What follows belongs to an exercise in optimizing a design on an open flow for small area and a short achievable clock period; a production flow would make more cautious choices. In this exercise RTL edits were held to simulation tests only and were not proved equivalent to the original. Power and IR drop assume default switching activity.

Design pe_with_buffers, start of the top module:
module pe_with_buffers (
    input  logic        clk,
    input  logic        rst_n,
    input  logic        cyc,
    input  logic        stb,
    input  logic        we,
    input  logic [2:0]  adr,
    input  logic [31:0] dat_w,
    output logic [31:0] dat_r,
    output logic        ack,
    output logic        m_valid,
    output logic [24:0] m_beat,
    output logic        pe_ready,
    output logic        pe_idle
);
Size: roughly 100 I/O pins, roughly 40000 um2 of cells after synthesis.
clock: 10.0 ns
lec_check: 0
cap_margin: 20
core_margin: 2
core_utilization: 60
place_density: 0.72
slew_margin: 20
standard.sh (not shown) runs the stock make flow with config.mk's settings and CLKGATE_MAP_FILE= SYNTH_SCRIPT=/design/flow/synth_recipe.tcl, a recipe that flattens the netlist after the stock synthesis.
==> flow/flow/run.sh <==
#!/bin/bash
# The standard layout (standard.sh, unchanged synthesis), with timing repair
# aimed below the clock period and plain buffers on the ports.
set -euo pipefail
cd "$(dirname "${BASH_SOURCE[0]}")/.."
bash standard.sh SETUP_SLACK_MARGIN=6.7 TNS_END_PERCENT=100 \
    "BUFFER_PORTS_ARGS=-buffer_cell sky130_fd_sc_hd__buf_2" finish > flow_make.log 2>&1
Edit:
--- a/flow/design.v
+++ b/flow/design.v
@@ -250,69 +250,74 @@
         end
         if (pv_q2) begin
             n0_q <= prod_sh;
         end
     end
     logic [23:0] ring [4][8];
     logic [2:0]  rot  [4];
     logic [23:0] base;
     logic [23:0] wr_data;
     logic [4:0]  wr_addr_d;
-    logic [3:0]  wr_row, mis, shift_row;
+    logic [2:0]  rot_d [4];
+    logic [3:0]  wr_row, shift_row, mis_d;
     logic [4:0]  bsel_q;      
     always_comb begin
         if (!rst_n || cnt_rst) begin
             wr_addr_d = '0;
         end else if (out_valid) begin
             wr_addr_d = wr_addr + 1'b1;
         end else begin
             wr_addr_d = wr_addr;
         end
     end
     for (genvar r = 0; r < 4; r++) begin : g_rot
         assign wr_row[r]    = out_valid && (wr_addr[4:3] == r);
-        assign mis[r]       = rot[r] != ((wr_addr[4:3] == r) ? wr_addr[2:0] : 3'd0);
-        assign shift_row[r] = wr_row[r] || mis[r];
+        assign shift_row[r] = wr_row[r] ||
+                              (rot[r] != ((wr_addr[4:3] == r) ? wr_addr[2:0] : 3'd0));
+        assign rot_d[r]     = rot[r] + {2'd0, shift_row[r]};
+        assign mis_d[r]     = rot_d[r] != ((wr_addr_d[4:3] == r) ? wr_addr_d[2:0] : 3'd0);
     end
     always_ff @(posedge clk) begin
-        if (first_chan_d) bsel_q <= 5'b10000;
-        else              bsel_q <= {1'b0, 4'b0001 << wr_addr_d[4:3]};
+        if (mis_d[0])          bsel_q <= 5'b00001;
+        else if (mis_d[1])     bsel_q <= 5'b00010;
+        else if (mis_d[2])     bsel_q <= 5'b00100;
+        else if (mis_d[3])     bsel_q <= 5'b01000;
+        else if (first_chan_d) bsel_q <= 5'b10000;
+        else                   bsel_q <= {1'b0, 4'b0001 << wr_addr_d[4:3]};
     end
     assign base = ({24{bsel_q[0]}} & ring[0][0]) | ({24{bsel_q[1]}} & ring[1][0]) |
                   ({24{bsel_q[2]}} & ring[2][0]) | ({24{bsel_q[3]}} & ring[3][0]) |
                   ({24{bsel_q[4]}} & bias);
     logic [23:0] sc, sd, m0x;
     assign m0x = {{6{m0_q[17]}}, m0_q};
     always_comb begin
         sc = base ^ {7'd0, m1_q} ^ m0x;
         sd = ((base & {7'd0, m1_q}) | (base & m0x) | ({7'd0, m1_q} & m0x)) << 1;
     end
     always_ff @(posedge clk) begin
         sum_q <= sc + sd;
     end
     logic [23:0] oa, ob;
     always_comb begin
         oa = sum_q ^ {7'd0, ps_q} ^ {7'd0, pc_q};
         ob = ((sum_q & {7'd0, ps_q}) | (sum_q & {7'd0, pc_q}) | ({7'd0, ps_q} & {7'd0, pc_q})) << 1;
     end
     assign wr_data = oa + ob;
-    logic [23:0] ring_in, recirc;
-    assign recirc  = ({24{mis[0]}} & ring[0][0]) | ({24{mis[1]}} & ring[1][0]) |
-                     ({24{mis[2]}} & ring[2][0]) | ({24{mis[3]}} & ring[3][0]);
-    assign ring_in = out_valid ? wr_data : recirc;
+    logic [23:0] ring_in;
+    assign ring_in = out_valid ? wr_data : base;
     for (genvar r = 0; r < 4; r++) begin : g_row
         always_ff @(posedge clk) begin
             if (shift_row[r]) begin
                 for (int s = 0; s < 7; s++) ring[r][s] <= ring[r][s+1];
                 ring[r][7] <= ring_in;
             end
-            rot[r] <= rot[r] + {2'd0, shift_row[r]};
+            rot[r] <= rot_d[r];
         end
     end
     always_ff @(posedge clk) begin
         if (!rst_n) begin
             wr_addr  <= '0;
             row_done <= 1'b0;
             m_valid  <= 1'b0;
         end else begin
             m_valid <= out_valid && in_lc_write;
             wr_addr <= wr_addr_d;
Effect:
- total power climbs by about 2.6%
- sequential cell count stays the same
- setup slack degrades by 0.18 ns
- via count climbs by 0.90%
- core utilization climbs by 1.1 points
- clock power climbs by about 8%
- sequential power is about the same
- sequential share of layout area drops by 1.0 points
- die area climbs by about 0.35%
- critical path depth drops by 1
- final area climbs by 1.7%
- non-clock buffer count climbs by 21
- global-route usage climbs by 0.21 points
- wire length climbs by about 3%

-- port drivers added, routing unchanged --
In the flow no input, the clock included, has a driving cell. The finished layouts below were timed again as built, in two steps. Step 1 sets driving cells, clkbuf_16 on the clock port and buf_2 on the other inputs (assumed; they add their load-dependent delay and slew). Step 2 adds t to the input delays and takes it off the output delays; t is the mean of the earliest and latest rising clock arrival at the registers after step 1. Input paths then give back, and output paths get back, about the clock's delay inside the block. Three values: ideal, step 1, step 2; two values: the first two.
run | t (ns) | slack for setup (ns) | worst hold slack (ns) | cell pins on the clock port's net
the first run | 0.695 | 6.092 / 6.092 / 5.704 | 0.397 / 0.397 / 0.397 | 1
the second run | 0.726 | 5.914 / 5.914 / 5.788 | 0.407 / 0.407 / 0.407 | 1
After both steps every run listed still meets setup and hold. For the first run, which loses most, drivers alone change the setup slack by 0.000 ns; drivers and shift together by -0.388 ns.
